What follows belongs to an exercise in optimizing a design on an open flow for small area; a production flow would make more cautious choices.
Power is estimated from default activity; no workload was simulated.

## the previous run
==> flow/design.v (excerpt) <==
module axi_dma_mc_sched #(
  parameter int NUM_CH     = 4,
  parameter int AXI_ADDR_W = 32,
  parameter int AXI_DATA_W = 128,
  parameter int LEN_W      = 24,
  parameter int MAX_BURST  = 16,
  parameter int MAX_OUT    = 8
) (
  input  logic                   clk,
  input  logic                   rst_n,
  input  logic [NUM_CH-1:0]            ch_req_valid,
  output logic [NUM_CH-1:0]            ch_req_ready,
  input  logic [NUM_CH*AXI_ADDR_W-1:0] ch_req_src,
  input  logic [NUM_CH*AXI_ADDR_W-1:0] ch_req_dst,
  input  logic [NUM_CH*LEN_W-1:0]      ch_req_len,
  output logic                         cmd_valid,
  input  logic                         cmd_ready,
  output logic [((NUM_CH > 1) ? $clog2(NUM_CH) : 1)-1:0] cmd_ch,
  output logic [AXI_ADDR_W-1:0]        cmd_src,
  output logic [AXI_ADDR_W-1:0]        cmd_dst,
  output logic [7:0]                   cmd_len,
  output logic                         cmd_last,
  input  logic                         cpl_valid,
  input  logic [((NUM_CH > 1) ? $clog2(NUM_CH) : 1)-1:0] cpl_ch,
  input  logic                         cpl_err,
  output logic [NUM_CH-1:0]      ch_busy,
  output logic [NUM_CH-1:0]      ch_done,
  output logic [NUM_CH-1:0]      ch_err,
  input  logic [NUM_CH-1:0]      intr_en,
  input  logic [NUM_CH-1:0]      intr_clr,
  output logic                   intr_pend,
  output logic                   proto_err
);
==> flow/config.mk <==
export PLATFORM = sky130hd
export DESIGN_NAME = axi_dma_mc_sched
export DESIGN_NICKNAME = axi_dma_mc_sched
export VERILOG_FILES = /design/flow/design.v
export SDC_FILE = /design/flow/constraint.sdc
export NUM_CORES = 4
export LEC_CHECK = 0
export CAP_MARGIN = 20
export CORE_MARGIN = 2
export CORE_UTILIZATION = 60
export SLEW_MARGIN = 20
==> flow/constraint.sdc <==
create_clock -name core_clock -period 9.0 [get_ports {clk}]
set_input_delay 1.8000 -clock core_clock [delete_from_list [all_inputs] [get_ports {clk}]]
set_output_delay 1.8000 -clock core_clock [all_outputs]
set_load 0.01 [all_outputs]
standard.sh (not shown) runs the stock make flow with config.mk's settings and CLKGATE_MAP_FILE= SYNTH_SCRIPT=/design/flow/synth_recipe.tcl, a recipe that flattens the netlist after the stock synthesis.
==> flow/flow/run.sh <==
#!/bin/bash
# Own layout flow: the standard ORFS flow (standard.sh), with
#  - synthesis run unchanged except that ABC uses an area-oriented mapping script
#    (flow/abc_area.script) and Yosys does not pre-extract half/full adder cells, so
#    ABC maps that logic too. Registers are mapped by dfflibmap before ABC, so they
#    are the standard synthesis's registers, with the same names and cells;
#  - port buffers of the smallest buffer cell;
#  - a clock tree of clkbuf_8 cells, without dummy loads.
# Each tool's output goes to a log file of its own in the work folder.
set -euo pipefail
W=$(pwd)
rm -rf "$W/orfs_scripts"
cp -r "$FLOW_HOME/scripts" "$W/orfs_scripts"
cp "$W/flow/abc_area.script" "$W/orfs_scripts/abc_area.script"
bash standard.sh SCRIPTS_DIR="$W/orfs_scripts" ABC_AREA=1 ADDER_MAP_FILE= synth > "$W/flow_synth.log" 2>&1
source "$W/flow/knobs.sh"
bash standard.sh "${KNOBS[@]}" finish > "$W/flow_layout.log" 2>&1
==> flow/flow/abc_area.script <==
strash; &get -n; &fraig -x; &put; scorr; dc2; dretime; strash; &get -n; &dch -f; &nf -R 1000; &put; strash; dc2; &get -n; &dch -f; &nf -R 1000; &put; strash; &get -n; &dch -f; &nf -R 1000 -p; &put; topo
==> flow/flow/knobs.sh <==
KNOBS=(
  "BUFFER_PORTS_ARGS=-buffer_cell sky130_fd_sc_hd__buf_1"
  "CTS_ARGS=-sink_clustering_enable -repair_clock_nets -dont_use_dummy_load -sink_clustering_size 16 -sink_clustering_max_diameter 60 -buf_list {sky130_fd_sc_hd__clkbuf_8}"
)
What the current run does differently from the previous run at the input level:
--- a/flow/design.v
+++ b/flow/design.v
@@ -108,20 +108,22 @@
       hd = busy_q[i] & ~sel[i];
       src_q[i] <= ~(({AW{ld}} & ch_req_src[i*32+4 +: AW]) | ({AW{up}} & n_src) | ({AW{hd}} & ~src_q[i]));
       dst_q[i] <= ~(({AW{ld}} & ch_req_dst[i*32+4 +: AW]) | ({AW{up}} & n_dst) | ({AW{hd}} & ~dst_q[i]));
       rem_q[i] <= ~(({RW{ld}} & ch_req_len[i*24+4 +: RW]) | ({RW{up}} & n_rem) | ({RW{hd}} & ~rem_q[i]));
     end
   end
   always_ff @(posedge clk) begin
     cmd_src_q  <= s_src | ({AW{~take}} & cmd_src_q);
     cmd_dst_q  <= s_dst | ({AW{~take}} & cmd_dst_q);
-    cmd_len_q  <= ({4{take}} & m1) | ({4{~take}} & cmd_len_q);
-    cmd_last_q <= (take & last) | (~take & cmd_last_q);
+    if (take) begin
+      cmd_len_q  <= m1;
+      cmd_last_q <= last;
+    end
   end
   logic [3:0] cpl_hit, dec, acc, zlen, issue_now, cnt_up, cnt_dn;
   logic [3:0] out_d [4];
   logic [3:0] stat_d;
   always_comb begin
     for (int i = 0; i < 4; i++) begin
       cpl_hit[i]   = cpl_valid && (cpl_ch == 2'(i));
       dec[i]       = cpl_hit[i] && (out_q[i] != 4'd0);
       acc[i]       = ~busy_q[i] & ch_req_valid[i];
[summary]
Status the current run: flow complete, layout not clean - setup timing. The previous run | stages: all done | timing, DRC, antenna: all pass. Of the current run and the previous run, it is the current run that has the higher number of failing setup endpoints in the final timing report. Relative to the previous run, total iterations of the first detailed-routing run has decreased by 8 in the current run. Comparing the previous run and the current run, power share of the sequential group is higher on the current run. Lower total power divided by cell area was reported by the current run, not the previous run. Compared with the previous run, placement density in the core of the current run is higher. In the current run, the final design instance area without fill came out 3.7% above the value in the previous run. Compared with the previous run, the current run shows a lower total chip power. Delta(fraction of power spent switching nets, the current run - the previous run) < 0. The previous run has higher mapped cell area than the current run. On maximum number of pins on one net before global-route repair: between the previous run and the current run, it ends up lower for the previous run.
Function was not checked in any run of this note: the RTL went through the layout flow alone.

separate check: timing with driven ports:
In the flow no input, the clock included, has a driving cell. The finished layouts below were timed again as built, in two steps.
Step 1, drivers: a clkbuf_16 drives clk and a buf_2 each remaining input, both assumed.
Step 2 moves the port delays by t, midway between the first and last clock arrival at a register: inputs arrive t later, outputs are due t later. That takes back most of the time a late clock gives input paths.
Slacks: no drivers / after step 1 / after step 2; pairs: no drivers / after step 1.
run	t, ns	setup slack, ns	latest minus earliest clock arrival (ns)
the previous run	0.588	0.474 / 0.502 / -0.086	0.058 / 0.058
the current run	0.589	-0.157 / -0.138 / -0.727	0.031 / 0.031
With both steps, setup timing fails in the previous run, where it was met with ideal ports. The setup slack of the current run, which loses most, moves by +0.019 ns with the drivers and by -0.570 ns with both steps.
